Context: an optimization exercise on an open-source flow, tuned for small area and a short achievable clock period. The choices shown serve that exercise and are no tape-out recipe. Only simulation tests tie the RTL to the original design; equivalence was not proved. Power figures rest on the tool's default switching activity, not on a simulated workload.

===== flow/config.mk =====
export PLATFORM = sky130hd
export DESIGN_NAME = cmvCaptureTop
export DESIGN_NICKNAME = cmvCaptureTop
export VERILOG_FILES = /design/flow/design.v
export SDC_FILE = /design/flow/constraint.sdc
export NUM_CORES = 4
export LEC_CHECK = 0
export CAP_MARGIN = 20
export CORE_MARGIN = 2
export CORE_UTILIZATION = 40
export SLEW_MARGIN = 20
export SYNTH_MEMORY_MAX_BITS = 4096

===== flow/constraint.sdc =====
create_clock -name core_clock -period 10.0 [get_ports {clk}]
set_input_delay 2.0000 -clock core_clock [delete_from_list [all_inputs] [get_ports {clk}]]
set_output_delay 2.0000 -clock core_clock [all_outputs]
set_load 0.01 [all_outputs]

===== flow/design.v =====
package cmvPkg;
    typedef struct packed {
        logic                   write;  
        logic [7-1:0] addr;
        logic [8-1:0] data;  
    } spiCmdT;
    typedef enum logic [2:0] {
        SPI_IDLE,
        SPI_ENABLE,   
        SPI_SHIFT,    
        SPI_TAIL,     
        SPI_DISABLE   
    } spiStateT;
    typedef enum logic [1:0] {
        SEQ_IDLE,
        SEQ_SETTLE,
        SEQ_REQUEST,  
        SEQ_STREAM
    } seqStateT;
    typedef struct packed {
        logic                   valid;
        logic [8-1:0] data;
    } pixelBeatT;
    typedef struct packed {
        logic                    dataValid;
        logic [10-1:0] data;
    } sensorInT;
endpackage
module spiRegPort (
    input  logic                   clk,
    input  logic                   rstN,
    input  logic                   spiStart,
    input  cmvPkg::spiCmdT         spiCmd,
    input  logic                   spiMiso,
    output logic                   spiBusy,
    output logic                   spiDone,
    output logic [8-1:0] readData,
    output logic                   sysResN,
    output logic                   spiEn,
    output logic                   spiSck,
    output logic                   spiMosi
);
    localparam int CMD_W = 1 + 7 + 8;  
    logic [5:0]       step;
    logic [CMD_W-1:0] shiftReg;  
    logic             writeOp;
    logic             shiftNow;   
    logic [5:0]       stepNext;
    logic             busyNext;
    logic             enNext;
    logic [CMD_W-1:0] shiftNext;
    assign shiftNow = spiBusy && !step[0] && (step >= 6'd2) && (step <= 6'd32);
    assign busyNext = spiBusy ? (step != 6'd34) : spiStart;
    assign stepNext = spiBusy ? step + 1'b1 : 6'd0;
    assign enNext   = spiBusy ? (step <= 6'd32) : spiStart;
    always_comb begin
        shiftNext = shiftReg;
        if (!spiBusy && spiStart) begin
            shiftNext = {spiCmd.write, spiCmd.addr,
                         spiCmd.data & {8{spiCmd.write}}};
        end else if (shiftNow) begin
            shiftNext = {shiftReg[CMD_W-2:0], spiMiso && (step != 6'd2)};
        end
    end
    always_ff @(posedge clk or negedge rstN) begin
        if (!rstN) begin
            spiBusy  <= 1'b0;
            step     <= '0;
            spiEn    <= 1'b0;
            spiSck   <= 1'b0;
            spiMosi  <= 1'b0;
            spiDone  <= 1'b0;
            sysResN  <= 1'b0;  
            readData <= '0;
        end else begin
            spiBusy <= busyNext;
            step    <= stepNext;
            spiEn   <= enNext;
            spiSck  <= spiBusy && step[0] && (step <= 6'd31);
            spiMosi <= enNext && shiftNext[CMD_W-1];
            spiDone <= spiBusy && (step == 6'd33);
            if (!spiBusy && spiStart) sysResN <= 1'b1;  
            if (spiBusy && (step == 6'd33) && !writeOp) begin
                readData <= shiftReg[8-1:0];  
            end
        end
    end
    always_ff @(posedge clk) begin
        shiftReg <= shiftNext;
        if (!spiBusy && spiStart) writeOp <= spiCmd.write;
    end
endmodule
module frameSequencer #(
    parameter int frameRows = 480
) (
    input  logic clk,
    input  logic rstN,
    input  logic frameStart,
    input  logic rowDone,
    output logic frameBusy,
    output logic frameReq,
    output logic streamEn,
    output logic frameDone,
    output logic frameBusyRose  
);
    localparam int SETTLE_W = $clog2(2500);
    localparam int ROW_W = $clog2(frameRows + 1);
    localparam int CNT_W = (SETTLE_W > ROW_W) ? SETTLE_W : ROW_W;
    logic [CNT_W-1:0] cnt;
    logic             settle;
    assign settle = frameBusy && !frameReq && !streamEn;
    always_ff @(posedge clk or negedge rstN) begin
        if (!rstN) begin
            frameBusy     <= 1'b0;
            frameReq      <= 1'b0;
            streamEn      <= 1'b0;
            frameDone     <= 1'b0;
            frameBusyRose <= 1'b0;
            cnt           <= '0;
        end else begin
            frameDone     <= 1'b0;  
            frameBusyRose <= 1'b0;
            frameReq      <= 1'b0;
            if (!frameBusy) begin
                if (frameStart) begin
                    frameBusy     <= 1'b1;
                    frameBusyRose <= 1'b1;
                    cnt           <= '0;
                end
            end else if (settle) begin
                if (cnt == CNT_W'(2500 - 1)) begin
                    frameReq <= 1'b1;
                end else begin
                    cnt <= cnt + 1'b1;
                end
            end else if (frameReq) begin
                streamEn <= 1'b1;
                cnt      <= '0;
            end else if (rowDone) begin
                if (cnt == CNT_W'(frameRows - 1)) begin
                    frameBusy <= 1'b0;  
                    streamEn  <= 1'b0;
                    frameDone <= 1'b1;
                end else begin
                    cnt <= cnt + 1'b1;
                end
            end
        end
    end
endmodule
module rowCropper (
    input  logic                clk,
    input  logic                rstN,
    input  logic                streamEn,
    input  cmvPkg::sensorInT    sensorIn,
    output cmvPkg::pixelBeatT   pixelBeat,
    output logic                rowDone
);
    localparam int CNT_W = $clog2(648 + 1);
    localparam int FIRST_PIX = 4;
    localparam int LAST_PIX = 648 - 4 - 1;
    logic [CNT_W-1:0]       pixCnt;  
    logic                   dvPrev;
    logic                   beatValid;
    logic [8-1:0] beatData;
    logic                   inWindow;
    logic                   rowFull;
    logic                   dvFall;
    assign inWindow = (pixCnt >= CNT_W'(FIRST_PIX)) && (pixCnt <= CNT_W'(LAST_PIX));
    assign rowFull  = (pixCnt == CNT_W'(648));
    assign dvFall   = dvPrev && !sensorIn.dataValid;
    always_ff @(posedge clk or negedge rstN) begin
        if (!rstN) begin
            pixCnt    <= '0;
            dvPrev    <= 1'b0;
            beatValid <= 1'b0;
            rowDone   <= 1'b0;
        end else begin
            dvPrev    <= sensorIn.dataValid;
            beatValid <= 1'b0;
            rowDone   <= 1'b0;
            if (!streamEn) begin
                pixCnt <= '0;  
            end else if (dvFall && rowFull) begin
                pixCnt  <= '0;
                rowDone <= 1'b1;
            end else if (sensorIn.dataValid) begin
                beatValid <= inWindow;  
                if (!rowFull) pixCnt <= pixCnt + 1'b1;
            end
        end
    end
    always_ff @(posedge clk) begin
        beatData <= sensorIn.data[10-1 -: 8];
    end
    assign pixelBeat.valid = beatValid;
    assign pixelBeat.data  = beatData;
endmodule
module pixelFifo (
    input  logic                   clk,
    input  logic                   rstN,
    input  cmvPkg::pixelBeatT      pixelBeat,
    input  logic                   pixelRd,
    input  logic                   clearOverflow,  
    output logic [8-1:0] pixelData,
    output logic                   pixelAvail,
    output logic                   almostFull,
    output logic                   overflow
);
    localparam int AW = $clog2(256);
    localparam int DW = 8;
    logic [DW-1:0] mem [256];
    logic [AW-1:0] wrPtr;      
    logic [AW-1:0] fetchPtr;   
    logic [AW:0]   fillCount;  
    logic          full;
    logic          avail;
    logic [DW-1:0] outQ [3];
    logic [1:0]    qCnt;       
    logic [DW-1:0] fetchData;  
    logic          fetchValid;
    logic          wrEn;
    logic          rdEn;
    logic          caughtUp;
    logic          room;
    logic          takeW;
    logic          issue;
    logic [DW-1:0] app0;       
    logic [1:0]    nApp;       
    logic [DW-1:0] keepQ [3];  
    logic [DW-1:0] popQ [3];   
    assign wrEn     = pixelBeat.valid && !full;  
    assign rdEn     = pixelRd && avail;          
    assign caughtUp = (fetchPtr == wrPtr);       
    assign room     = ({1'b0, qCnt} + 3'(fetchValid)) < 3'd3;
    assign takeW    = wrEn && caughtUp && room;   
    assign issue    = !caughtUp && room;          
    assign app0     = fetchValid ? fetchData : pixelBeat.data;
    assign nApp     = 2'(fetchValid) + 2'(takeW);
    always_comb begin
        for (int i = 0; i < 3; i++) begin
            if (i < int'(qCnt))          keepQ[i] = outQ[i];
            else if (i == int'(qCnt))    keepQ[i] = app0;
            else                         keepQ[i] = pixelBeat.data;
            if (i + 1 < int'(qCnt))      popQ[i] = outQ[(i + 1) % 3];
            else if (i + 1 == int'(qCnt)) popQ[i] = app0;
            else                         popQ[i] = pixelBeat.data;
        end
    end
    always_ff @(posedge clk) begin
        for (int i = 0; i < 3; i++) outQ[i] <= rdEn ? popQ[i] : keepQ[i];
        fetchData <= mem[fetchPtr];
    end
    always_ff @(posedge clk or negedge rstN) begin
        if (!rstN) begin
            wrPtr      <= '0;
            fetchPtr   <= '0;
            fillCount  <= '0;
            qCnt       <= '0;
            fetchValid <= 1'b0;
            full       <= 1'b0;
            avail      <= 1'b0;
            almostFull <= 1'b0;
            overflow   <= 1'b0;
        end else begin
            if (wrEn) wrPtr <= wrPtr + 1'b1;  
            fetchPtr   <= fetchPtr + AW'(issue || takeW);
            fetchValid <= issue;
            qCnt       <= qCnt + nApp - 2'(rdEn);
            if (wrEn && !rdEn) begin
                fillCount  <= fillCount + 1'b1;
                avail      <= 1'b1;
                full       <= (fillCount == (AW+1)'(256 - 1));
                if (fillCount == (AW+1)'(224 - 1)) almostFull <= 1'b1;
            end else if (rdEn && !wrEn) begin
                fillCount  <= fillCount - 1'b1;
                full       <= 1'b0;
                if (fillCount == (AW+1)'(1)) avail <= 1'b0;
                if (fillCount == (AW+1)'(224)) almostFull <= 1'b0;
            end
            if (pixelBeat.valid && full) begin
                overflow <= 1'b1;  
            end else if (clearOverflow) begin
                overflow <= 1'b0;
            end
        end
    end
    always_ff @(posedge clk) begin
        if (wrEn) mem[wrPtr] <= pixelBeat.data;
    end
    assign pixelData  = outQ[0];
    assign pixelAvail = avail;
endmodule
module cmvCaptureTop #(
    parameter int frameRows = 480
) (
    input  logic                   clk,
    input  logic                   rstN,
    input  logic                   spiStart,
    input  logic [15:0]            spiCmd,    
    output logic                   spiBusy,
    output logic                   spiDone,
    output logic [8-1:0] readData,
    input  logic                   spiMiso,
    output logic                   sysResN,
    output logic                   spiEn,
    output logic                   spiSck,
    output logic                   spiMosi,
    output logic                   frameReq,
    input  logic [10:0]            sensorIn,  
    input  logic                   frameStart,
    output logic                   frameBusy,
    output logic                   frameDone,
    input  logic                   pixelRd,
    output logic [8-1:0] pixelData,
    output logic                   pixelAvail,
    output logic                   almostFull,
    output logic                   overflow
);
    logic              streamEn;
    logic              frameBusyRose;
    logic              rowDone;
    cmvPkg::pixelBeatT pixelBeat;
    spiRegPort i_spi (
        .clk(clk), .rstN(rstN),
        .spiStart(spiStart), .spiCmd(spiCmd), .spiMiso(spiMiso),
        .spiBusy(spiBusy), .spiDone(spiDone), .readData(readData),
        .sysResN(sysResN), .spiEn(spiEn), .spiSck(spiSck), .spiMosi(spiMosi)
    );
    frameSequencer #(.frameRows(frameRows)) i_seq (
        .clk(clk), .rstN(rstN),
        .frameStart(frameStart), .rowDone(rowDone),
        .frameBusy(frameBusy), .frameReq(frameReq),
        .streamEn(streamEn), .frameDone(frameDone),
        .frameBusyRose(frameBusyRose)
    );
    rowCropper i_crop (
        .clk(clk), .rstN(rstN),
        .streamEn(streamEn), .sensorIn(sensorIn),
        .pixelBeat(pixelBeat), .rowDone(rowDone)
    );
    pixelFifo i_fifo (
        .clk(clk), .rstN(rstN),
        .pixelBeat(pixelBeat), .pixelRd(pixelRd),
        .clearOverflow(frameBusyRose),  
        .pixelData(pixelData), .pixelAvail(pixelAvail),
        .almostFull(almostFull), .overflow(overflow)
    );
endmodule

===== flow/run.sh =====
#!/bin/bash
# synth_recipe.tcl (not shown) runs the flow's synth.tcl, then flattens the netlist and writes it again
# the make line also repeats each setting of config.mk as NAME=value (left out here)
make -C /OpenROAD-flow-scripts/flow DESIGN_CONFIG=/design/flow/config.mk WORK_HOME=/design/flow/orfs CLKGATE_MAP_FILE= SYNTH_SCRIPT=/design/flow/synth_recipe.tcl finish

==> qor.yml, run 1 <==
weighted_congestion_at_the_end_of_routability_driven_global_placement: 0.836
design.final.nets: 4586
leak_nw: 29.4
min_delay_worst_endpoint: "i_fifo.overflow$_DFFE_PN0P_"
endpoint_kind: "register"
syn_to_final_growth_pct: 12.9
ir_drop_v: 0.000225
via_count: 44400
wl_met3_um: 18900
worst_r2r_endpoint: "i_fifo.fetchData[5]$_DFF_P_"
die_extent_in_y_um: 468
tritoncts: "built"
setup_viol_count_final: 0
yosysTopAreaCell: "sky130_fd_sc_hd__edfxtp_1"
drive_gt1_share_pct: 19.9
power_switching_mw: 3.93
synthDominantCellAreaShare_pct: 72.3
worst_skew_pair.late_latency_ns: 0.87
final_antenna_net_count: 0
most_frequently_used_flop_master_after_synthesis: "sky130_fd_sc_hd__edfxtp_1"
instances_no_fill: 7567
yosys_register_bits: 2187
timing_hold_violations_final: 0
postSynthCellCount: 4424
htree_num_levels: 4
critPathArrivalTime_ns: 5.75
dp.cells: 7145
clock_tree.buffer_depth: 3
ios: 61
sequentialPowerShare_pct: 53.3
synth.yosys.seq_area_share_pct: 75.5
dieArea_um2: 219000
worst_hold_startpoint: "i_seq.frameBusyRose$_DFF_PN0_"
transition_time_at_the_pin_with_the_least_slew_margin_ns: 1.26
slew-limit-headroom_pct: 16.3
hold_path.class: "register to register"
floorplan.initialDensity_pct: 40.2
dieWidth_um: 468
root_buffer: "sky130_fd_sc_hd__clkbuf_16"
hold_buffers: 0
rsz0062_at_grt: "false"
r2r_setup_slack_ns: 4.96
port_buffers: 58
result_of_the_run: "finished clean"
vias_per_cell: 5.87
async_reset_ff_share_pct: 3.75
req_time_crit_path_ns: 10.72
internal_power_mw: 15.2
sw_frac_of_total_pct: 20.5
first_global_vias: 43800
timing_worst_setup_path_type: "register to register"
worst_hold_path.num_cells: 1
cts_setup_buffers: 0
finalWirelength_um: 229000
period_share_pct: 50.4
met2RoutedLength_um: 108000
ff2ff_path_depth: 8
worstPathMaxFanout: 46
drtPass1Iterations: 6
power.density_nw_per_um2: 197
remaining_drc_errors: 0
globalRouteTotalUtil_pct: 20.8
yosys-top-cells-area: "sky130_fd_sc_hd__edfxtp_1 (72%), sky130_fd_sc_hd__mux4_2 (11%), sky130_fd_sc_hd__mux2i_1 (2.7%)"
clock_sink_count: 2187
cap_viol_max_count: 0
crit_path_start_kind: "register"
post_cts_resized: 0
row_count: 170
synth_cell_types: 72
grt_max_degree: 117
clk_network_pwr_share_pct: 44.7
fmax_ghz: 0.199
dp.final_hpwl_um: 136000
drt_first_iter_violations: 5790
reg2reg_from: "i_fifo.fetchPtr[1]$_DFF_PN0_"
report.final.slew_viol_count: 0
period_minus_slack_ns: 5.04
power.combinational.fraction_pct: 2.0
grt_antenna_before_repair: 10
post-layout-total-power_mw: 19.2
worst_clock_skew_ns: 0.0344
tritoncts.num_buffers: 221
core_region_area_um2: 214000
top_signal_layer_used: "met5"
synth-edff-count: 2072
globalRouteOverflowTotal: 0
yosys_warn_count: 7
netlist_area_um2: 86000
crit_path_start: "i_fifo.fetchPtr[1]$_DFF_PN0_"
setup_total_negative_slack_ns: 0
postSynthAreaPerCell_um2: 19.4
avgRoutedWirePerCell_um: 30.3
path_clk_slew_ns: 0.07
synth_nets: 4480
detail_route.wirelength.met1_um: 94800
grt_first_pass_wirelength_um: 326000
## metal layers
metal	vias to the layer above	global-route usage, %
met1	23700	29.5
li1	18400	-
met2	1969	32.5
met5	-	0
met3	383	4.11
met4	8	6.53
## power by group through the flow
stage                     registers, mW  clock network [mW]  logic [mW]
after global placement             10.4                   0       0.372
after detailed placement           10.4                   0       0.386
after global routing               10.2                9.02       0.422
final                              10.2                8.57       0.380
after floorplan                    10.5                   0       0.155
after CTS                          10.2                8.67       0.387
## worst max-delay path by stage
stage / depth (start not counted) / end / slack, ns
after detailed placement: 8 / i_fifo.fetchData[3]$_DFF_P_ / 5.18
after global routing: 8 / i_fifo.fetchData[5]$_DFF_P_ / 4.99
after CTS: 8 / i_fifo.fetchData[5]$_DFF_P_ / 5.13
after global placement: 8 / i_fifo.fetchData[5]$_DFF_P_ / 5.18
after floorplan: 0 / i_fifo.mem[0][0]$_DFFE_PP_ / 5.70
final: 8 / i_fifo.fetchData[5]$_DFF_P_ / 4.96
## area by class of cell
| type | count | area, um^2 |
|---|---|---|
| tap | 2838 | 3550 |
| inverter | 24 | 95.1 |
| sequential | 2187 | 65000 |
| fill | 17900 | 117000 |
| clock buffer | 266 | 5910 |
| timing repair buffer | 149 | 1360 |
| multi-input combinational | 1947 | 19600 |
| clock inverter | 153 | 1640 |
| antenna | 3 | 7.51 |
## cells in the final DEF (no fill, tap or decap), types with 30 or more instances in the layout
master / netlist / layout
sky130_fd_sc_hd__edfxtp_1: 2072 / 2072
sky130_fd_sc_hd__mux4_2: 419 / 419
sky130_fd_sc_hd__nor2_1: 329 / 327
sky130_fd_sc_hd__mux2i_1: 233 / 233
sky130_fd_sc_hd__clkbuf_16: 0 / 227
sky130_fd_sc_hd__nand2_1: 122 / 121
sky130_fd_sc_hd__a21oi_1: 114 / 114
sky130_fd_sc_hd__buf_4: 33 / 83
sky130_fd_sc_hd__dfrtp_1: 82 / 78
sky130_fd_sc_hd__o21ai_0: 74 / 73
sky130_fd_sc_hd__a22oi_1: 67 / 67
sky130_fd_sc_hd__nand3_1: 57 / 57
sky130_fd_sc_hd__clkdlybuf4s50_1: 0 / 57
sky130_fd_sc_hd__clkinv_2: 0 / 52
sky130_fd_sc_hd__o221ai_1: 50 / 50
sky130_fd_sc_hd__o22ai_1: 41 / 41
sky130_fd_sc_hd__mux2_2: 39 / 39
sky130_fd_sc_hd__clkinv_1: 1 / 38
sky130_fd_sc_hd__a221oi_1: 34 / 34
sky130_fd_sc_hd__a22o_1: 32 / 32
sky130_fd_sc_hd__clkbuf_1: 134 / 31
sky130_fd_sc_hd__nor3_1: 31 / 30
## through the flow
step           setup slack [ns]  utilization (%)  hold WS, ns  instance area (um^2)
6_report                   4.96             45.3        0.438                 97100
2_1_floorplan              5.70                -        0.410                 86000
3_3_place_gp               5.18             41.8        0.428                 89500
3_5_place_dp               5.18             41.8        0.445                 89600
5_1_grt                    4.99             45.3        0.483                 97100
4_1_cts                    5.13             45.3        0.449                 97100
## cells by family after synthesis
| logic type | after synthesis | synth area share [%] |
|---|---|---|
| AOI/OAI and AO/OA | 513 | 4.10 |
| buffers and inverters | 290 | 1.80 |
| xor gates and xnor gates | 44 | 0.448 |
| adders and majority gates | 23 | 0.343 |
| DFF | 2187 | 75.5 |
| muxes | 696 | 14.3 |
| and+or+nand+nor | 671 | 3.47 |
## critical path: stages (launching register included)
cell and delay [ns]:
sky130_fd_sc_hd__dfrtp_4 0.87, sky130_fd_sc_hd__buf_4 0.69, sky130_fd_sc_hd__nor2b_2 0.75, sky130_fd_sc_hd__buf_4 0.52, sky130_fd_sc_hd__a22oi_1 0.13, sky130_fd_sc_hd__a31oi_1 0.65, sky130_fd_sc_hd__nand3_1 0.38, sky130_fd_sc_hd__o32ai_1 0.63
sky130_fd_sc_hd__a211oi_1 0.15
## state kept, by name, summed over array words and instances (netlist names), 6 cells and up
signal            cells
i_crop.beatData       8
i_crop.pixCnt        10
i_fifo.fetchData      8
i_fifo.fetchPtr       8
i_fifo.fillCount      9
i_fifo.mem         2048
i_fifo.outQ          24
i_fifo.wrPtr          8
i_seq.cnt            12
i_spi.readData        8
i_spi.shiftReg       16
i_spi.step            6
## cells in the mapped netlist (7+ instances only)
cell                          n
sky130_fd_sc_hd__a211oi_1    16
sky130_fd_sc_hd__a21oi_1    114
sky130_fd_sc_hd__a221o_1      7
sky130_fd_sc_hd__a221oi_1    34
sky130_fd_sc_hd__a22o_1      32
sky130_fd_sc_hd__a22oi_1     67
sky130_fd_sc_hd__a31oi_1     14
sky130_fd_sc_hd__and2_1      16
sky130_fd_sc_hd__buf_1       22
sky130_fd_sc_hd__buf_2       43
sky130_fd_sc_hd__buf_4       33
sky130_fd_sc_hd__buf_6       28
sky130_fd_sc_hd__clkbuf_1   134
sky130_fd_sc_hd__dfrtp_1     82
sky130_fd_sc_hd__dfxtp_1     33
sky130_fd_sc_hd__edfxtp_1  2072
sky130_fd_sc_hd__ha_1        22
sky130_fd_sc_hd__inv_1       22
sky130_fd_sc_hd__mux2_2      39
sky130_fd_sc_hd__mux2i_1    233
sky130_fd_sc_hd__mux4_2     419
sky130_fd_sc_hd__nand2_1    122
sky130_fd_sc_hd__nand2b_1    14
sky130_fd_sc_hd__nand3_1     57
sky130_fd_sc_hd__nand4_1     18
sky130_fd_sc_hd__nor2_1     329
sky130_fd_sc_hd__nor2b_1     26
sky130_fd_sc_hd__nor3_1      31
sky130_fd_sc_hd__nor4_1      17
sky130_fd_sc_hd__o21ai_0     74
sky130_fd_sc_hd__o221ai_1    50
sky130_fd_sc_hd__o22ai_1     41
sky130_fd_sc_hd__o31ai_1     17
sky130_fd_sc_hd__or2_2       12
sky130_fd_sc_hd__or3_1        7
sky130_fd_sc_hd__xnor2_1     27
sky130_fd_sc_hd__xor2_1      17
==> run 2, diff against run 1 <==
--- a/flow/design.v
+++ b/flow/design.v
@@ -209,72 +209,100 @@
 );
     localparam int AW = $clog2(256);
     localparam int DW = 8;
-    logic [DW-1:0] mem [256];
-    logic [AW-1:0] wrPtr;      
-    logic [AW-1:0] fetchPtr;   
-    logic [AW:0]   fillCount;  
+    localparam int NB = 4;                
+    localparam int SW = AW - 2;           
+    localparam int QN = 2;                
+    logic [1:0]    wrBank;      
+    logic [1:0]    fetchBank;   
+    logic [SW-1:0] headIdx [NB];
+    logic [AW:0]   pending;     
+    logic          lastWrote;   
+    logic [DW-1:0] lastData;    
+    logic [AW:0]   fillCount;   
     logic          full;
     logic          avail;
-    logic [DW-1:0] outQ [3];
-    logic [1:0]    qCnt;       
-    logic [DW-1:0] fetchData;  
-    logic          fetchValid;
+    logic [DW-1:0] bankHead [NB];
+    logic [DW-1:0] outQ [QN];
+    logic [1:0]    qCnt;
     logic          wrEn;
     logic          rdEn;
-    logic          caughtUp;
-    logic          room;
-    logic          takeW;
+    logic          pendZero;
+    logic          fetchOk;
+    logic          fresh;
+    logic          qRoom;
     logic          issue;
-    logic [DW-1:0] app0;       
-    logic [1:0]    nApp;       
-    logic [DW-1:0] keepQ [3];  
-    logic [DW-1:0] popQ [3];   
+    logic          takeW;
+    logic          app;
+    logic [DW-1:0] appData;
+    logic [DW-1:0] keepQ [QN];
+    logic [DW-1:0] popQ [QN];
     assign wrEn     = pixelBeat.valid && !full;  
     assign rdEn     = pixelRd && avail;          
-    assign caughtUp = (fetchPtr == wrPtr);       
-    assign room     = ({1'b0, qCnt} + 3'(fetchValid)) < 3'd3;
-    assign takeW    = wrEn && caughtUp && room;   
-    assign issue    = !caughtUp && room;          
-    assign app0     = fetchValid ? fetchData : pixelBeat.data;
-    assign nApp     = 2'(fetchValid) + 2'(takeW);
+    assign pendZero = (pending == '0);
+    assign fetchOk  = !pendZero;
+    assign fresh    = (pending == (AW+1)'(1)) && lastWrote;
+    assign qRoom    = (qCnt != 2'(QN));
+    assign issue    = fetchOk && qRoom;
+    assign takeW    = wrEn && pendZero && qRoom;  
+    assign app      = issue || takeW;
+    assign appData  = !issue ? pixelBeat.data : fresh ? lastData : bankHead[fetchBank];
+    for (genvar b = 0; b < NB; b++) begin : g_bank
+        logic [DW-1:0] line [1 << SW];  
+        logic          push;
+        logic          take;
+        assign push = wrEn && (wrBank == 2'(b));
+        assign take = app && (fetchBank == 2'(b));
+        always_ff @(posedge clk) begin
+            if (push) begin
+                line[0] <= pixelBeat.data;
+                for (int i = 1; i < (1 << SW); i++) line[i] <= line[i - 1];
+            end
+            bankHead[b] <= line[headIdx[b]];
+        end
+        always_ff @(posedge clk or negedge rstN) begin
+            if (!rstN) begin
+                headIdx[b] <= '1;
+            end else if (push != take) begin
+                headIdx[b] <= push ? headIdx[b] + 1'b1 : headIdx[b] - 1'b1;
+            end
+        end
+    end
     always_comb begin
-        for (int i = 0; i < 3; i++) begin
-            if (i < int'(qCnt))          keepQ[i] = outQ[i];
-            else if (i == int'(qCnt))    keepQ[i] = app0;
-            else                         keepQ[i] = pixelBeat.data;
-            if (i + 1 < int'(qCnt))      popQ[i] = outQ[(i + 1) % 3];
-            else if (i + 1 == int'(qCnt)) popQ[i] = app0;
-            else                         popQ[i] = pixelBeat.data;
+        for (int i = 0; i < QN; i++) begin
+            keepQ[i] = (i < int'(qCnt)) ? outQ[i] : appData;
+            popQ[i]  = (i + 1 < int'(qCnt)) ? outQ[(i + 1) % QN] : appData;
         end
     end
     always_ff @(posedge clk) begin
-        for (int i = 0; i < 3; i++) outQ[i] <= rdEn ? popQ[i] : keepQ[i];
-        fetchData <= mem[fetchPtr];
+        for (int i = 0; i < QN; i++) outQ[i] <= rdEn ? popQ[i] : keepQ[i];
+        lastData <= pixelBeat.data;
     end
     always_ff @(posedge clk or negedge rstN) begin
         if (!rstN) begin
-            wrPtr      <= '0;
-            fetchPtr   <= '0;
-            fillCount  <= '0;
+            wrBank     <= '0;
+            fetchBank  <= '0;
+            pending    <= '0;
+            lastWrote  <= 1'b0;
             qCnt       <= '0;
-            fetchValid <= 1'b0;
+            fillCount  <= '0;
             full       <= 1'b0;
             avail      <= 1'b0;
             almostFull <= 1'b0;
             overflow   <= 1'b0;
         end else begin
-            if (wrEn) wrPtr <= wrPtr + 1'b1;  
-            fetchPtr   <= fetchPtr + AW'(issue || takeW);
-            fetchValid <= issue;
-            qCnt       <= qCnt + nApp - 2'(rdEn);
+            if (wrEn) wrBank <= wrBank + 1'b1;
+            if (app) fetchBank <= fetchBank + 1'b1;
+            pending   <= pending + (AW+1)'(wrEn) - (AW+1)'(app);
+            lastWrote <= wrEn && !takeW;
+            qCnt      <= qCnt + 2'(app) - 2'(rdEn);
             if (wrEn && !rdEn) begin
-                fillCount  <= fillCount + 1'b1;
-                avail      <= 1'b1;
-                full       <= (fillCount == (AW+1)'(256 - 1));
+                fillCount <= fillCount + 1'b1;
+                avail     <= 1'b1;
+                full      <= (fillCount == (AW+1)'(256 - 1));
                 if (fillCount == (AW+1)'(224 - 1)) almostFull <= 1'b1;
             end else if (rdEn && !wrEn) begin
-                fillCount  <= fillCount - 1'b1;
-                full       <= 1'b0;
+                fillCount <= fillCount - 1'b1;
+                full      <= 1'b0;
                 if (fillCount == (AW+1)'(1)) avail <= 1'b0;
                 if (fillCount == (AW+1)'(224)) almostFull <= 1'b0;
             end
@@ -285,9 +313,6 @@
             end
         end
     end
-    always_ff @(posedge clk) begin
-        if (wrEn) mem[wrPtr] <= pixelBeat.data;
-    end
     assign pixelData  = outQ[0];
     assign pixelAvail = avail;
 endmodule
==> flow/flow/run.sh (new file) <==
#!/bin/bash
# The standard layout (standard.sh: standard synthesis through finish),
# with one change: the ports are buffered with a plain buf_2 rather than the
# delay buffer buffer_ports picks by default. Every port still gets its own
# buffer; the clock period and constraints are the design's.
set -euo pipefail
export BUFFER_PORTS_ARGS="-buffer_cell sky130_fd_sc_hd__buf_2"
bash standard.sh "BUFFER_PORTS_ARGS=$BUFFER_PORTS_ARGS" finish > standard_sh.log 2>&1
==> flow/standard.sh (new file) <==
#!/bin/bash
# synth_recipe.tcl (not shown) runs the flow's synth.tcl, then flattens the netlist and writes it again
# the make line also repeats each setting of config.mk as NAME=value (left out here)
make -C /OpenROAD-flow-scripts/flow DESIGN_CONFIG=/design/flow/config.mk WORK_HOME=/design/flow/orfs CLKGATE_MAP_FILE= SYNTH_SCRIPT=/design/flow/synth_recipe.tcl "${@:-finish}"
removed: flow/run.sh
==> run 2 against run 1 <==
  * Still clean on timing, DRC and antenna
  * Worst hold slack worse by 0.012 ns
  * Area after synthesis down 1.8%
  * Register-to-register slack better by 0.78 ns
  * Combinational power rose to 14 times the previous value
  * Critical path type unchanged
  * Critical endpoint is now i_fifo.bankHead[2][6]$_DFF_P_
  * Largest power group unchanged
  * Highest routed layer unchanged
==> qor.yml, run 2 <==
htree_num_levels: 4  # unchanged
hold_buffers: 0  # unchanged
timing_worst_setup_path_type: "register to register"
vias_per_cell: 6.33  # +7.9%
core_region_area_um2: 210000  # -2.1%
setup.worst_path.end: "i_fifo.bankHead[2][6]$_DFF_P_"
detailedPlace.worstSlack_ns: 5.96  # +0.787 ns
netlist_area_um2: 84500  # -1.8%
root_buffer: "sky130_fd_sc_hd__clkbuf_16"
avgRoutedWirePerCell_um: 32.2  # +6.4%
cp_slowest_stage_delay_ns: 0.91  # +0.04 ns
postSynthAreaPerCell_um2: 16.4  # -16%
slew-limit-headroom_pct: 15.5  # -0.72 points
drtPass1Iterations: 9  # +3
critical_path.slowest_cell: "sky130_fd_sc_hd__nand2b_1"
critPathTopFamily: "simple AND/OR/NAND/NOR gates"
globalRouteTotalUtil_pct: 24.6  # +3.8 points
power.density_nw_per_um2: 254  # +29%
synth_most_common_cell: "sky130_fd_sc_hd__edfxtp_1"
period_minus_slack_ns: 4.26  # -0.781 ns
timing_hold_violations_final: 0  # unchanged
report.final.slew_viol_count: 0  # unchanged
finalWirelength_um: 274000  # +20%
syn_to_final_growth_pct: 14.8
dieArea_um2: 215000  # -1.8%
critPathArrivalTime_ns: 5.03  # -0.72 ns
grt_max_degree: 191  # +63%
leak_nw: 30.4  # +3.4%
design.final.nets: 5589  # +22%
crit_path_start_kind: "register"
port_buffers: 58  # unchanged
worst_r2r_endpoint: "i_fifo.bankHead[2][6]$_DFF_P_"
critical_path_depth: 9  # +1
drt_first_iter_violations: 10100  # +74%
period_share_pct: 42.6  # -7.8 points
cells_along_the_critical_path: "buf_4, nand2b_1, nor2_2, buf_4, a22oi_1, nand4_1, or4_1, or4_1, mux2_2"
async_reset_ff_share_pct: 4.61  # +0.87 points
worstPathBufferInverterCount: 2  # unchanged
globalRouteOverflowTotal: 0  # unchanged
req_time_crit_path_ns: 10.77  # +0.05 ns
ir_drop_v: 0.000169  # -25%
endpoint_kind: "register"
synth_cell_types: 87  # +21%
yosys_warn_count: 13  # +6
instances_no_fill: 8503  # +12%
die_extent_in_y_um: 464  # -0.88%
synth_nets: 5252  # +17%
result_of_the_run: "finished clean"
grt_first_pass_wirelength_um: 380000  # +16%
worstPathMaxFanout: 33  # -28%
path_clk_slew_ns: 0.06  # about the same
crit_path_start: "i_fifo.headIdx[2][2]$_DFFE_PN1P_"
yosysTopAreaCell: "sky130_fd_sc_hd__edfxtp_1"
fmax_ghz: 0.235  # +18%
dp.cells: 8082  # +13%
most_frequently_used_flop_master_after_synthesis: "sky130_fd_sc_hd__edfxtp_1"
dieWidth_um: 464  # -0.88%
clock_tree.buffer_depth: 3  # unchanged
r2r_setup_slack_ns: 5.74  # +0.78 ns
clock_sink_count: 2232  # +2.1%
reg2reg_from: "i_fifo.headIdx[2][2]$_DFFE_PN1P_"
worst_clock_skew_ns: 0.0483  # +0.0138 ns
tritoncts: "built"
final.setup.worst_slack_ns: 5.74  # +0.781 ns
weighted_congestion_at_the_end_of_routability_driven_global_placement: 0.972  # +16%
rsz0062_at_grt: "false"
worst_skew_pair.late_latency_ns: 0.89  # +0.02 ns
ff2ff_path_depth: 9  # +1
final_core_utilization_pct: 46.2  # +0.88 points
yosys_register_bits: 2232  # +2.1%
row_count: 168  # -1.2%
floorplan.initialDensity_pct: 40.3  # +0.12 points
synth.yosys.seq_area_share_pct: 78.1  # +2.6 points
largest_register_ffs: 2048  # unchanged
hold_path.class: "register to register"
drive_gt1_share_pct: 13.5  # -6.3 points
remaining_drc_errors: 0  # unchanged
via_count: 53800  # +21%
setup_viol_count_final: 0  # unchanged
tritoncts.num_buffers: 220  # -0.45%
post_cts_resized: 0  # unchanged
ios: 61  # unchanged
cts_setup_buffers: 0  # unchanged
yosys-top-cells-area: "sky130_fd_sc_hd__edfxtp_1 (74%), sky130_fd_sc_hd__a22oi_1 (7.3%), sky130_fd_sc_hd__dfrtp_1 (2.3%)"
most-common-layout-cells: "sky130_fd_sc_hd__edfxtp_1 (2072), sky130_fd_sc_hd__a22oi_1 (825), sky130_fd_sc_hd__nand2_1 (301)"
synth-edff-count: 2072  # unchanged
dp.final_hpwl_um: 178000  # +30%
hold-worst-slack_ns: 0.425  # -0.0122 ns
transition_time_at_the_pin_with_the_least_slew_margin_ns: 1.26  # +0.00617 ns
first_global_vias: 51200  # +17%
postSynthCellCount: 5162  # +17%
synth_top_cells_by_count: "sky130_fd_sc_hd__edfxtp_1 (2072), sky130_fd_sc_hd__a22oi_1 (825), sky130_fd_sc_hd__nor2_1 (351)"
final_common_cell: "sky130_fd_sc_hd__edfxtp_1"
setup_total_negative_slack_ns: 0  # unchanged
cap_viol_max_count: 0  # unchanged
grt_antenna_before_repair: 7  # -3
final_antenna_net_count: 0  # unchanged
synthDominantCellAreaShare_pct: 73.6  # +1.3 points
## run 2: changes by cell type after synthesis, moves of 45 or more
cell / change
sky130_fd_sc_hd__nor3_1: +58
sky130_fd_sc_hd__mux4_2: -419
sky130_fd_sc_hd__o221ai_1: -46
sky130_fd_sc_hd__nand4_1: +128
sky130_fd_sc_hd__clkbuf_1: -56
sky130_fd_sc_hd__nand2_1: +179
sky130_fd_sc_hd__inv_1: +45
sky130_fd_sc_hd__a22oi_1: +758
sky130_fd_sc_hd__mux2i_1: -197
## run 2: cell type report
type                       count  area [um^2]
clock inverter               143         1650
inverter                      69          274
sequential                  2232        66000
multi-input combinational   2723        17900
fill                       18100       113000
antenna                        5         12.5
timing repair buffer         253         1830
tap                         2805         3510
clock buffer                 273         5830
## run 2: how the worst min path moves through the flow
stage	start	end	slack, ns	depth (start not counted)
after global routing	i_fifo.g_bank[1].line[5][1]$_DFFE_PP_	i_fifo.g_bank[1].line[6][1]$_DFFE_PP_	0.43	0
after CTS	i_fifo.g_bank[1].line[9][1]$_DFFE_PP_	i_fifo.g_bank[1].line[10][1]$_DFFE_PP_	0.43	0
final	i_fifo.g_bank[1].line[9][1]$_DFFE_PP_	i_fifo.g_bank[1].line[10][1]$_DFFE_PP_	0.43	0
after floorplan	i_crop.beatData[0]$_DFF_P_	i_fifo.lastData[0]$_DFF_P_	0.38	0
after detailed placement	i_seq.frameBusyRose$_DFF_PN0_	i_fifo.overflow$_DFFE_PN0P_	0.42	1
after global placement	i_fifo.g_bank[2].line[44][3]$_DFFE_PP_	i_fifo.g_bank[2].line[45][3]$_DFFE_PP_	0.42	0
## run 2: kinds of logic after synthesis
group | after synthesis | share of synthesized area, %
buffers and inverters | 207 | 1.04
multiplexers | 76 | 0.960
flip-flops | 2232 | 78.1
XOR/XNOR | 57 | 0.591
adder cells (fa/ha/maj) | 57 | 0.853
AND/OR/NAND/NOR | 1263 | 7.40
AO/OA/AOI/OAI | 1270 | 11.1
## run 2: report_power, final
group	internal [mW]	switching, mW
registers	10.4	0.354
logic	1.69	3.61
clock network	4.92	3.65
## run 2: stage by stage
stage / power (mW) / instance area, um^2
floorplan: 13.9 / 84500
global placement: 16.1 / 89400
detailed placement: 16.1 / 89500
CTS: 24.6 / 96900
global route: 25.4 / 97000
finish: 24.7 / 97000
## run 2: per-layer routing
metal	track usage [%]	vias to the layer above	share of wire, %
met1	33.0	27000	37
li1	-	21800	-
met5	0	-	0.016
met3	7.23	873	13
met4	12.4	6	5.6
met2	36.4	4211	44
==> run 3, diff against run 2 <==
--- a/flow/design.v
+++ b/flow/design.v
@@ -49,13 +49,14 @@
     logic             busyNext;
     logic             enNext;
     logic [CMD_W-1:0] shiftNext;
-    assign shiftNow = spiBusy && !step[0] && (step >= 6'd2) && (step <= 6'd32);
-    assign busyNext = spiBusy ? (step != 6'd34) : spiStart;
-    assign stepNext = spiBusy ? step + 1'b1 : 6'd0;
-    assign enNext   = spiBusy ? (step <= 6'd32) : spiStart;
+    logic             idle;       
+    assign shiftNow = !idle && !step[0] && (step >= 6'd2) && (step <= 6'd32);
+    assign busyNext = !idle ? (step != 6'd34) : spiStart;
+    assign stepNext = !idle ? step + 1'b1 : 6'd0;
+    assign enNext   = !idle ? (step <= 6'd32) : spiStart;
     always_comb begin
         shiftNext = shiftReg;
-        if (!spiBusy && spiStart) begin
+        if (idle && spiStart) begin
             shiftNext = {spiCmd.write, spiCmd.addr,
                          spiCmd.data & {8{spiCmd.write}}};
         end else if (shiftNow) begin
@@ -65,6 +66,7 @@
     always_ff @(posedge clk or negedge rstN) begin
         if (!rstN) begin
             spiBusy  <= 1'b0;
+            idle     <= 1'b1;
             step     <= '0;
             spiEn    <= 1'b0;
             spiSck   <= 1'b0;
@@ -74,20 +76,21 @@
             readData <= '0;
         end else begin
             spiBusy <= busyNext;
+            idle    <= !busyNext;
             step    <= stepNext;
             spiEn   <= enNext;
-            spiSck  <= spiBusy && step[0] && (step <= 6'd31);
+            spiSck  <= !idle && step[0] && (step <= 6'd31);
             spiMosi <= enNext && shiftNext[CMD_W-1];
-            spiDone <= spiBusy && (step == 6'd33);
-            if (!spiBusy && spiStart) sysResN <= 1'b1;  
-            if (spiBusy && (step == 6'd33) && !writeOp) begin
+            spiDone <= !idle && (step == 6'd33);
+            if (idle && spiStart) sysResN <= 1'b1;  
+            if (!idle && (step == 6'd33) && !writeOp) begin
                 readData <= shiftReg[8-1:0];  
             end
         end
     end
     always_ff @(posedge clk) begin
         shiftReg <= shiftNext;
-        if (!spiBusy && spiStart) writeOp <= spiCmd.write;
+        if (idle && spiStart) writeOp <= spiCmd.write;
     end
 endmodule
 module frameSequencer #(
@@ -106,44 +109,46 @@
     localparam int SETTLE_W = $clog2(2500);
     localparam int ROW_W = $clog2(frameRows + 1);
     localparam int CNT_W = (SETTLE_W > ROW_W) ? SETTLE_W : ROW_W;
-    logic [CNT_W-1:0] cnt;
+    logic             idle;
     logic             settle;
-    assign settle = frameBusy && !frameReq && !streamEn;
+    logic             request;  
+    logic [CNT_W-1:0] cnt;
+    logic             idleNext;
+    logic             settleNext;
+    logic             requestNext;
+    logic             streamNext;
+    logic             settleEnd;
+    logic             lastRow;
+    assign settleEnd   = settle && (cnt == CNT_W'(2500 - 1));
+    assign lastRow     = streamEn && rowDone && (cnt == CNT_W'(frameRows - 1));
+    assign idleNext    = idle ? !frameStart : lastRow;
+    assign settleNext  = idle ? frameStart : (settle && !settleEnd);
+    assign requestNext = settleEnd;
+    assign streamNext  = request || (streamEn && !lastRow);
     always_ff @(posedge clk or negedge rstN) begin
         if (!rstN) begin
+            idle          <= 1'b1;
+            settle        <= 1'b0;
+            request       <= 1'b0;
+            streamEn      <= 1'b0;
             frameBusy     <= 1'b0;
             frameReq      <= 1'b0;
-            streamEn      <= 1'b0;
             frameDone     <= 1'b0;
             frameBusyRose <= 1'b0;
             cnt           <= '0;
         end else begin
-            frameDone     <= 1'b0;  
-            frameBusyRose <= 1'b0;
-            frameReq      <= 1'b0;
-            if (!frameBusy) begin
-                if (frameStart) begin
-                    frameBusy     <= 1'b1;
-                    frameBusyRose <= 1'b1;
-                    cnt           <= '0;
-                end
-            end else if (settle) begin
-                if (cnt == CNT_W'(2500 - 1)) begin
-                    frameReq <= 1'b1;
-                end else begin
-                    cnt <= cnt + 1'b1;
-                end
-            end else if (frameReq) begin
-                streamEn <= 1'b1;
-                cnt      <= '0;
-            end else if (rowDone) begin
-                if (cnt == CNT_W'(frameRows - 1)) begin
-                    frameBusy <= 1'b0;  
-                    streamEn  <= 1'b0;
-                    frameDone <= 1'b1;
-                end else begin
-                    cnt <= cnt + 1'b1;
-                end
+            idle          <= idleNext;
+            settle        <= settleNext;
+            request       <= requestNext;
+            streamEn      <= streamNext;
+            frameBusy     <= !idleNext;
+            frameReq      <= requestNext;
+            frameDone     <= lastRow;  
+            frameBusyRose <= idle && frameStart;
+            if (idle || request) begin
+                cnt <= '0;
+            end else if (settle ? !settleEnd : (rowDone && !lastRow)) begin
+                cnt <= cnt + 1'b1;
             end
         end
     end
@@ -220,7 +225,9 @@
     logic [DW-1:0] lastData;    
     logic [AW:0]   fillCount;   
     logic          full;
-    logic          avail;
+    logic          avail;       
+    logic          empty;       
+    logic          availNext;
     logic [DW-1:0] bankHead [NB];
     logic [DW-1:0] outQ [QN];
     logic [1:0]    qCnt;
@@ -237,7 +244,9 @@
     logic [DW-1:0] keepQ [QN];
     logic [DW-1:0] popQ [QN];
     assign wrEn     = pixelBeat.valid && !full;  
-    assign rdEn     = pixelRd && avail;          
+    assign rdEn     = pixelRd && !empty;         
+    assign availNext = (wrEn && !rdEn) ? 1'b1 :
+                       (rdEn && !wrEn) ? (fillCount != (AW+1)'(1)) : !empty;
     assign pendZero = (pending == '0);
     assign fetchOk  = !pendZero;
     assign fresh    = (pending == (AW+1)'(1)) && lastWrote;
@@ -287,6 +296,7 @@
             fillCount  <= '0;
             full       <= 1'b0;
             avail      <= 1'b0;
+            empty      <= 1'b1;
             almostFull <= 1'b0;
             overflow   <= 1'b0;
         end else begin
@@ -295,15 +305,15 @@
             pending   <= pending + (AW+1)'(wrEn) - (AW+1)'(app);
             lastWrote <= wrEn && !takeW;
             qCnt      <= qCnt + 2'(app) - 2'(rdEn);
+            avail     <= availNext;
+            empty     <= !availNext;
             if (wrEn && !rdEn) begin
                 fillCount <= fillCount + 1'b1;
-                avail     <= 1'b1;
                 full      <= (fillCount == (AW+1)'(256 - 1));
                 if (fillCount == (AW+1)'(224 - 1)) almostFull <= 1'b1;
             end else if (rdEn && !wrEn) begin
                 fillCount <= fillCount - 1'b1;
                 full      <= 1'b0;
-                if (fillCount == (AW+1)'(1)) avail <= 1'b0;
                 if (fillCount == (AW+1)'(224)) almostFull <= 1'b0;
             end
             if (pixelBeat.valid && full) begin
==> flow/flow/run.sh (replaced) <==
#!/bin/bash
# The standard layout (standard.sh: standard synthesis through finish)
# with two changes to how the layout is made:
#  - the ports are buffered with a plain buf_2 rather than the delay buffer
#    buffer_ports picks by default (every port still gets its own buffer);
#  - ORFS's timing repair aims for a larger setup margin, so that it works
#    on the paths that set the achieved period. The clock period and the
#    constraints are the design's.
set -euo pipefail
export BUFFER_PORTS_ARGS="-buffer_cell sky130_fd_sc_hd__buf_2"
bash standard.sh "BUFFER_PORTS_ARGS=$BUFFER_PORTS_ARGS" SETUP_SLACK_MARGIN=6.5 finish > standard_sh.log 2>&1
==> run 3 against run 2 <==
  * Still clean on timing, DRC and antenna
  * Synthesized cell count decreased by 2.2%
  * Non-clock buffer count fell by 12
  * Combinational power down 92%
  * Area after synthesis fell by 0.69%
  * Largest cell class unchanged
  * Largest power group unchanged
==> qor.yml, run 3 <==
result_of_the_run: "finished clean"
post_synth_xor_area_fraction_pct: 0.699  # +0.11 points
dp.cells: 7966  # -1.4%
yosys-top-cells-area: "sky130_fd_sc_hd__edfxtp_1 (74%), sky130_fd_sc_hd__a22oi_1 (7.7%), sky130_fd_sc_hd__dfrtp_1 (2.4%)"
drive_gt1_share_pct: 14.5  # +0.95 points
yosysTopAreaCell: "sky130_fd_sc_hd__edfxtp_1"
weighted_congestion_at_the_end_of_routability_driven_global_placement: 0.950  # -2.3%
synthDominantCellAreaShare_pct: 74.2  # +0.51 points
tritoncts.num_buffers: 215  # -2.3%
sequentialPowerShare_pct: 54.2  # +10 points
power_switching_mw: 3.99  # -48%
post_synth_and_or_nand_nor_area_fraction_pct: 6.87  # -0.53 points
worst_skew_pair.late_latency_ns: 0.87  # -0.02 ns
path_clk_slew_ns: 0.06  # about the same
postSynthCellCount: 5050  # -2.2%
postSynthAreaPerCell_um2: 16.6  # +1.5%
cp_slowest_stage_delay_ns: 0.60  # -0.31 ns
synth-compound-area-share_pct: 11.0  # -0.12 points
grt_first_pass_wirelength_um: 369000  # -2.9%
netlist_area_um2: 83900  # -0.69%
cells_along_the_critical_path: "inv_1, ha_2, and3_1, and3_1, a2111oi_2, nand3_1, or4_1, or4_4, mux2_2"
synth_nets: 5141  # -2.1%
drtPass1Iterations: 6  # -3
synth_top_cells_by_count: "sky130_fd_sc_hd__edfxtp_1 (2072), sky130_fd_sc_hd__a22oi_1 (859), sky130_fd_sc_hd__nor2_1 (333)"
tritoncts: "built"
req_time_crit_path_ns: 10.74  # -0.03 ns
power.density_nw_per_um2: 197  # -22%
most_frequently_used_flop_master_after_synthesis: "sky130_fd_sc_hd__edfxtp_1"
min_delay_worst_endpoint: "i_fifo.g_bank[1].line[30][5]$_DFFE_PP_"
report.final.slew_viol_count: 0  # unchanged
root_buffer: "sky130_fd_sc_hd__clkbuf_16"
setup_total_negative_slack_ns: 0  # unchanged
reg2reg_from: "i_fifo.headIdx[3][1]$_DFFE_PN1P_"
worstPathMaxFanout: 14  # -58%
hold_path.class: "register to register"
dieArea_um2: 213000  # -0.69%
largest_register_ffs: 2048  # unchanged
vias_per_cell: 6.28  # -0.82%
critical_path.slowest_cell: "sky130_fd_sc_hd__or4_4"
power.combinational.fraction_pct: 2.2  # -19 points
worst_hold_path.num_cells: 0  # unchanged
hold_buffers: 0  # unchanged
yosys_register_bits: 2236  # +0.18%
worstPathBufferInverterCount: 1  # -1
placed_cell_area_um2: 88900  # -0.62%
final_core_utilization_pct: 46.2  # about the same
worst_r2r_endpoint: "i_fifo.bankHead[3][6]$_DFF_P_"
period_minus_slack_ns: 3.56  # -0.695 ns
critPathArrivalTime_ns: 4.30  # -0.73 ns
dieWidth_um: 462  # -0.35%
cap_viol_max_count: 0  # unchanged
critPathTopFamily: "simple AND/OR/NAND/NOR gates"
r2r_setup_slack_ns: 6.44  # +0.69 ns
finalWirelength_um: 267000  # -2.7%
grt_antenna_before_repair: 5  # -2
clock_sink_count: 2236  # +0.18%
async_reset_ff_share_pct: 4.79  # +0.17 points
design_area_um2: 96600  # -0.42%
most-common-layout-cells: "sky130_fd_sc_hd__edfxtp_1 (2072), sky130_fd_sc_hd__a22oi_1 (859), sky130_fd_sc_hd__nand2_1 (291)"
worst_hold_startpoint: "i_fifo.g_bank[1].line[29][5]$_DFFE_PP_"
sw_frac_of_total_pct: 20.9  # -9.9 points
crit_path_start_kind: "register"
synth_cell_types: 73  # -16%
transition_time_at_the_pin_with_the_least_slew_margin_ns: 1.33  # +0.0628 ns
setup_viol_count_final: 0  # unchanged
drt_first_iter_violations: 9582  # -4.7%
crit_path_frequent_cell: "sky130_fd_sc_hd__and3_1"
fmax_ghz: 0.281  # +20%
ir_drop_v: 0.000220  # +30%
remaining_drc_errors: 0  # unchanged
syn_to_final_growth_pct: 15.1
port_buffers: 58  # unchanged
synth_mux_area_share_pct: 0.877  # -0.083 points
synth_top_family_by_area: "compound AO/OA/AOI/OAI gates"
row_count: 168  # unchanged
final_antenna_net_count: 0  # unchanged
htree_num_levels: 4  # unchanged
timing_hold_violations_final: 0  # unchanged
via_count: 52700  # -2.2%
slew-limit-headroom_pct: 11.3  # -4.2 points
globalRouteOverflowTotal: 0  # unchanged
floorplan.initialDensity_pct: 40.2  # -0.12 points
rsz0062_at_grt: "true"
internal_power_mw: 15.1  # -12%
synth-edff-count: 2072  # unchanged
first_global_vias: 49500  # -3.2%
design.final.nets: 5485  # -1.9%
die_extent_in_y_um: 462  # -0.35%
ff2ff_path_depth: 9  # unchanged
yosys.area_share.adder_pct: 0.886  # +0.033 points
core_region_area_um2: 209000  # -0.40%
dp.final_hpwl_um: 170000  # -4.3%
synth.yosys.seq_area_share_pct: 78.7  # +0.67 points
clock_tree.buffer_depth: 3  # unchanged
avgRoutedWirePerCell_um: 31.8  # -1.4%
leak_nw: 30.0  # -1.3%
ios: 61  # unchanged
synth_most_common_cell: "sky130_fd_sc_hd__edfxtp_1"
period_share_pct: 35.6  # -6.9 points
timing_worst_setup_path_type: "register to register"
worst_clock_skew_ns: 0.0450  # -0.00327 ns
final_common_cell: "sky130_fd_sc_hd__edfxtp_1"
clk_network_pwr_share_pct: 43.6  # +8.8 points
globalRouteTotalUtil_pct: 24.3  # -0.28 points
grt_max_degree: 210  # +9.9%
instances_no_fill: 8389  # -1.3%
endpoint_kind: "register"
yosys_warn_count: 13  # unchanged
[run 3: cell types whose count changed after synthesis, moves of 9 or more]
cell	before	now
sky130_fd_sc_hd__o21ai_0	106	67
sky130_fd_sc_hd__xnor2_1	31	41
sky130_fd_sc_hd__and3_1	44	34
sky130_fd_sc_hd__nor2_1	351	333
sky130_fd_sc_hd__a32oi_1	29	17
sky130_fd_sc_hd__a22oi_1	825	859
sky130_fd_sc_hd__inv_1	67	85
sky130_fd_sc_hd__buf_2	36	18
sky130_fd_sc_hd__nand3_1	95	86
sky130_fd_sc_hd__nor2b_1	27	17
sky130_fd_sc_hd__nor3_1	89	69
sky130_fd_sc_hd__or4_1	10	21
[run 3: kinds of logic after synthesis]
group           Yosys count
compound gates         1237
fa+ha+maj                59
xor+xnor                 67
simple gates           1177
buf+inv                 204
mux                      70
flops                  2236
[run 3: power by group through the flow]
stage | sequential, mW | combinational, mW | clock (mW)
after detailed placement | 10.5 | 0.406 | 0
after global placement | 10.5 | 0.394 | 0
final | 10.3 | 0.416 | 8.31
after floorplan | 10.5 | 0.254 | 0
after CTS | 10.3 | 0.420 | 8.40
after global routing | 10.4 | 0.459 | 8.77
[run 3: worst reg2reg max path, cell delays in order, from the launching register on]
cell and delay [ns]:
sky130_fd_sc_hd__dfstp_2 0.57, sky130_fd_sc_hd__inv_1 0.11, sky130_fd_sc_hd__ha_2 0.30, sky130_fd_sc_hd__and3_1 0.29, sky130_fd_sc_hd__and3_1 0.21, sky130_fd_sc_hd__a2111oi_2 0.41, sky130_fd_sc_hd__nand3_1 0.14, sky130_fd_sc_hd__or4_1 0.52
sky130_fd_sc_hd__or4_4 0.60, sky130_fd_sc_hd__mux2_2 0.29
[run 3: worst max-delay path by stage]
stage / depth (start not counted) / to / startpoint
final: 9 / i_fifo.bankHead[3][6]$_DFF_P_ / i_fifo.headIdx[3][1]$_DFFE_PN1P_
after global routing: 9 / i_fifo.bankHead[3][6]$_DFF_P_ / i_fifo.headIdx[3][1]$_DFFE_PN1P_
after CTS: 8 / i_fifo.bankHead[3][6]$_DFF_P_ / i_fifo.headIdx[3][3]$_DFFE_PN1P_
after detailed placement: 8 / i_fifo.almostFull$_DFFE_PN0P_ / pixelRd
after global placement: 8 / i_fifo.fillCount[7]$_DFFE_PN0P_ / pixelRd
after floorplan: 8 / i_fifo.headIdx[1][5]$_DFFE_PN1P_ / i_fifo.full$_DFFE_PN0P_
[run 3: metal layers]
| layer | vias up | GRT usage (%) | wire length, um |
|---|---|---|---|
| met5 | - | 0.294 | 81 |
| met4 | 4 | 11.4 | 14500 |
| met3 | 766 | 6.64 | 35900 |
| met2 | 4119 | 35.2 | 116000 |
| met1 | 26500 | 34.0 | 100000 |
| li1 | 21300 | - | - |
[run 3: area by class of cell]
class	instances	area [um^2]
antenna	1	2.50
clock buffer	291	5990
clock inverter	115	1200
fill	17900	112000
inverter	88	350
multi-input combinational	2610	17500
sequential	2236	66100
tap	2805	3510
timing repair buffer	241	1860
timing repair inverter	2	10.0
[run 3: what timing repair did]
item	CTS	global route
pin swaps	3	2
gates resized for setup	37	43
buffers inserted	10	2
endpoints found under the setup margin	601	431
gates cloned	0	3
[run 3: metrics by stage]
step	worst slack, ns	power (mW)	hold WS [ns]
after detailed placement	5.93	10.9	0.425
after CTS	6.29	19.2	0.432
after global placement	5.93	10.9	0.423
after global routing	6.41	19.6	0.448
final	6.44	19.1	0.432
after floorplan	0.833	10.8	0.374
==> run 4, diff against run 3 <==
--- a/flow/design.v
+++ b/flow/design.v
@@ -217,9 +217,9 @@
     localparam int NB = 4;                
     localparam int SW = AW - 2;           
     localparam int QN = 2;                
-    logic [1:0]    wrBank;      
+    logic [AW-1:0] wrPtr;       
     logic [1:0]    fetchBank;   
-    logic [SW-1:0] headIdx [NB];
+    logic [SW-1:0] rdSlot [NB];
     logic [AW:0]   pending;     
     logic          lastWrote;   
     logic [DW-1:0] lastData;    
@@ -256,23 +256,16 @@
     assign app      = issue || takeW;
     assign appData  = !issue ? pixelBeat.data : fresh ? lastData : bankHead[fetchBank];
     for (genvar b = 0; b < NB; b++) begin : g_bank
-        logic [DW-1:0] line [1 << SW];  
-        logic          push;
-        logic          take;
-        assign push = wrEn && (wrBank == 2'(b));
-        assign take = app && (fetchBank == 2'(b));
+        logic [DW-1:0] mem [1 << SW];
         always_ff @(posedge clk) begin
-            if (push) begin
-                line[0] <= pixelBeat.data;
-                for (int i = 1; i < (1 << SW); i++) line[i] <= line[i - 1];
-            end
-            bankHead[b] <= line[headIdx[b]];
+            if (wrEn && wrPtr[1:0] == 2'(b)) mem[wrPtr[AW-1:2]] <= pixelBeat.data;
+            bankHead[b] <= mem[rdSlot[b]];
         end
         always_ff @(posedge clk or negedge rstN) begin
             if (!rstN) begin
-                headIdx[b] <= '1;
-            end else if (push != take) begin
-                headIdx[b] <= push ? headIdx[b] + 1'b1 : headIdx[b] - 1'b1;
+                rdSlot[b] <= '0;
+            end else if (app && fetchBank == 2'(b)) begin
+                rdSlot[b] <= rdSlot[b] + 1'b1;
             end
         end
     end
@@ -288,7 +281,7 @@
     end
     always_ff @(posedge clk or negedge rstN) begin
         if (!rstN) begin
-            wrBank     <= '0;
+            wrPtr      <= '0;
             fetchBank  <= '0;
             pending    <= '0;
             lastWrote  <= 1'b0;
@@ -300,7 +293,7 @@
             almostFull <= 1'b0;
             overflow   <= 1'b0;
         end else begin
-            if (wrEn) wrBank <= wrBank + 1'b1;
+            if (wrEn) wrPtr <= wrPtr + 1'b1;  
             if (app) fetchBank <= fetchBank + 1'b1;
             pending   <= pending + (AW+1)'(wrEn) - (AW+1)'(app);
             lastWrote <= wrEn && !takeW;
==> run 4 against run 3 <==
  * Global-route usage is 5.5 points lower
  * Non-clock buffer count is 111 lower
  * Clock-buffer cell count down 28
  * Cell count is 7.8% lower
  * Setup slack improved by 0.060 ns
  * Design area grew 2.2%
  * Sequential share of layout area decreased by 1.3 points
  * Clock skew rose by 0.022 ns
==> qor.yml, run 4 <==
worst_clock_skew_ns: 0.0668  # +0.0218 ns
ios: 61  # unchanged
critPathArrivalTime_ns: 3.98  # -0.32 ns
synth_top_cells_by_count: "sky130_fd_sc_hd__edfxtp_1 (2072), sky130_fd_sc_hd__mux4_2 (426), sky130_fd_sc_hd__nor2_1 (320)"
cap_viol_max_count: 0  # unchanged
row_count: 172  # +2.4%
via_count: 43900  # -17%
floorplan.initialDensity_pct: 40.1  # about the same
most_frequently_used_flop_master_after_synthesis: "sky130_fd_sc_hd__edfxtp_1"
layout.filler_cells: 18500  # +3.1%
crit_path_start_kind: "register"
worst_hold_path.num_cells: 1  # +1
final_common_cell: "sky130_fd_sc_hd__edfxtp_1"
transition_time_at_the_pin_with_the_least_slew_margin_ns: 1.17  # -0.156 ns
synth_cell_types: 74  # +1.4%
globalRouteOverflowTotal: 0  # unchanged
tritoncts.num_buffers: 219  # +1.9%
report.final.slew_viol_count: 0  # unchanged
period_minus_slack_ns: 3.50  # -0.0602 ns
postSynthCellCount: 4584  # -9.2%
result_of_the_run: "finished clean"
final_core_utilization_pct: 45.0  # -1.2 points
largest_register_ffs: 2048  # unchanged
ff2ff_path_depth: 3  # -6
tritoncts: "built"
grt_use_met2_pct: 28.9  # -6.3 points
synth_most_common_cell: "sky130_fd_sc_hd__edfxtp_1"
async_reset_ff_share_pct: 5.04  # +0.25 points
yosys_register_bits: 2242  # +0.27%
postSynthAreaPerCell_um2: 19.2  # +15%
most-common-layout-cells: "sky130_fd_sc_hd__edfxtp_1 (2072), sky130_fd_sc_hd__mux4_2 (426), sky130_fd_sc_hd__nor2_1 (313)"
drive_gt1_share_pct: 19.9  # +5.4 points
endpoint_kind: "register"
global_route.peak_usage_layer: "met2"
finalWirelength_um: 213000  # -20%
syn_to_final_growth_pct: 12.2
placed_cell_area_um2: 91200  # +2.6%
fmax_ghz: 0.286  # +1.7%
worst_skew_pair.late_latency_ns: 0.88  # about the same
globalRouteTotalUtil_pct: 18.8  # -5.5 points
ir_drop_v: 0.000190  # -14%
htree_num_levels: 4  # unchanged
drtPass1Iterations: 6  # unchanged
worstPathMaxFanout: 10  # -4
clock_sink_count: 2242  # +0.27%
synth_nets: 4659  # -9.4%
dieArea_um2: 224000  # +4.8%
timing_worst_setup_path_type: "register to register"
timing_hold_violations_final: 0  # unchanged
yosys_warn_count: 9  # -4
weighted_congestion_at_the_end_of_routability_driven_global_placement: 0.822  # -13%
synthDominantCellAreaShare_pct: 70.8  # -3.4 points
req_time_crit_path_ns: 10.48  # -0.26 ns
port_buffers: 58  # unchanged
design_area_um2: 98700  # +2.2%
avgRoutedWirePerCell_um: 27.6  # -13%
period_share_pct: 35.0  # -0.60 points
drt_first_iter_violations: 4972  # -48%
global_route.usage.met1_pct: 27.4  # -6.6 points
yosysTopAreaCell: "sky130_fd_sc_hd__edfxtp_1"
post-layout-total-power_mw: 19.4  # +1.6%
power.density_nw_per_um2: 196  # -0.61%
grtUsageMet3_pct: 3.28  # -3.4 points
synth.yosys.seq_area_share_pct: 75.3  # -3.5 points
setup_viol_count_final: 0  # unchanged
rsz0062_at_grt: "true"
clock_tree.buffer_depth: 3  # unchanged
final_antenna_net_count: 0  # unchanged
dp.final_hpwl_um: 131000  # -23%
netlist_area_um2: 87900  # +4.8%
design.final.nets: 4753  # -13%
multi_input_comb_area_um2: 20400  # +16%
synth-edff-count: 2072  # unchanged
yosys-top-cells-area: "sky130_fd_sc_hd__edfxtp_1 (71%), sky130_fd_sc_hd__mux4_2 (11%), sky130_fd_sc_hd__dfrtp_1 (3.1%)"
setup_total_negative_slack_ns: 0  # unchanged
slew-limit-headroom_pct: 21.8  # +10 points
root_buffer: "sky130_fd_sc_hd__clkbuf_16"
path_clk_slew_ns: 0.06  # about the same
grt_max_degree: 129  # -39%
leak_nw: 30.0  # about the same
vias_per_cell: 5.68  # -9.5%
die_extent_in_y_um: 473  # +2.4%
grt_antenna_before_repair: 5  # unchanged
first_global_vias: 43400  # -12%
grt_first_pass_wirelength_um: 307000  # -17%
dieWidth_um: 473  # +2.4%
register_area_um2: 66300  # +0.23%
hold_path.class: "register to register"
remaining_drc_errors: 0  # unchanged
core_region_area_um2: 219000  # +4.9%
[run 4: metrics by stage]
stage	cells	setup WS (ns)	hold slack, ns
after floorplan	4584	6.53	0.410
after global placement	7318	5.87	0.451
after detailed placement	7318	5.89	0.456
after CTS	7726	6.45	0.460
after global routing	7733	6.48	0.507
final	7733	6.50	0.450
[run 4: final cells by class]
type	count	area share, %
antenna	2	0.00507
clock buffer	263	5.75
tap	2871	3.64
sequential	2242	67.1
multi-input combinational	2040	20.7
timing repair buffer	130	1.03
clock inverter	140	1.58
inverter	45	0.171
[run 4: timing repair]
| action | in CTS | in global routing |
|---|---|---|
| gates resized for setup | 11 | 7 |
| endpoints found under the setup margin | 459 | 12 |
| gates cloned | 0 | 2 |
| hold buffers | 0 | 0 |
| pin swaps | 1 | 1 |
| buffers inserted | 5 | 2 |
[run 4: layer usage]
| layer | routed length (um) | share of wire, % |
|---|---|---|
| met2 | 99400 | 47 |
| met5 | 13 | 0.0061 |
| met1 | 93800 | 44 |
| met4 | 5860 | 2.7 |
| met3 | 14200 | 6.7 |
[run 4: worst max-delay path, stage by stage, from the launching register on]
cell                      delay (ns)
sky130_fd_sc_hd__dfrtp_1        0.54
sky130_fd_sc_hd__nor3b_2        0.92
sky130_fd_sc_hd__nand2_1        0.72
sky130_fd_sc_hd__nor2_1         0.92
[run 4: logic make-up after synthesis]
| kind of cell | share of synthesized area (%) |
|---|---|
| compound gates | 3.68 |
| xor+xnor | 0.588 |
| fa+ha+maj | 0.606 |
| buf+inv | 1.61 |
| flops | 75.3 |
| mux | 14.5 |
| simple gates | 3.78 |
[run 4: report_power, final]
| group | total [mW] | internal (mW) | switching, mW | leakage [nW] |
|---|---|---|---|---|
| sequential | 10.5 | 10.4 | 0.136 | 20.6 |
| clock | 8.34 | 4.75 | 3.59 | 3.52 |
| combinational | 0.495 | 0.171 | 0.324 | 5.84 |
| total | 19.4 | 15.3 | 4.05 | 30.0 |
[run 4: final timing paths]
path	from	to	slack, ns
setup reg to reg	i_fifo.wrPtr[3]$_DFFE_PN0N_	i_fifo.g_bank[1].mem[34][4]$_DFFE_PP_	6.50
max in group asynchronous	rstN	i_fifo.rdSlot[2][0]$_DFFE_PN0P_	7.40
setup / recovery	i_fifo.wrPtr[3]$_DFFE_PN0N_	i_fifo.g_bank[1].mem[34][4]$_DFFE_PP_	6.50
min in group asynchronous	rstN	i_fifo.rdSlot[0][3]$_DFFE_PN0P_	1.06
hold reg to reg	i_seq.frameBusyRose$_DFF_PN0_	i_fifo.overflow$_DFFE_PN0P_	0.45
hold / removal	i_seq.frameBusyRose$_DFF_PN0_	i_fifo.overflow$_DFFE_PN0P_	0.45

-- afterwards: timing with drivers on the ports --
How much do the figures lean on ideal ports? The routed layouts below were timed once more, with nothing changed but the port constraints.
Step 1: set_driving_cell puts a clkbuf_16 on clk and a buf_2 on each other input, an assumption about the parent block.
Step 2 times the ports against the registers' clock, not the clock port: input delays grow and output delays shrink by t, the midpoint of the rising clock arrivals with the driver on.
a / b / c = no drivers / after step 1 / after step 2; a / b = the first two.
| run | t, ns | slack for setup (ns) | worst data-port slew with drivers (ns) | pins driven straight from the clock port |
|---|---|---|---|---|
| run 1 | 0.943 | 4.964 / 4.964 / 4.964 | 0.06 | 1 |
| run 2 | 0.952 | 5.745 / 5.745 / 5.745 | 0.05 | 1 |
| run 3 | 0.928 | 6.440 / 6.440 / 5.849 | 0.07 | 1 |
| run 4 | 0.933 | 6.500 / 6.477 / 6.115 | 0.12 | 1 |
After both steps every run listed still meets setup and hold. The setup slack of run 3, which loses most, moves by 0.000 ns with the drivers and by -0.591 ns with both steps.
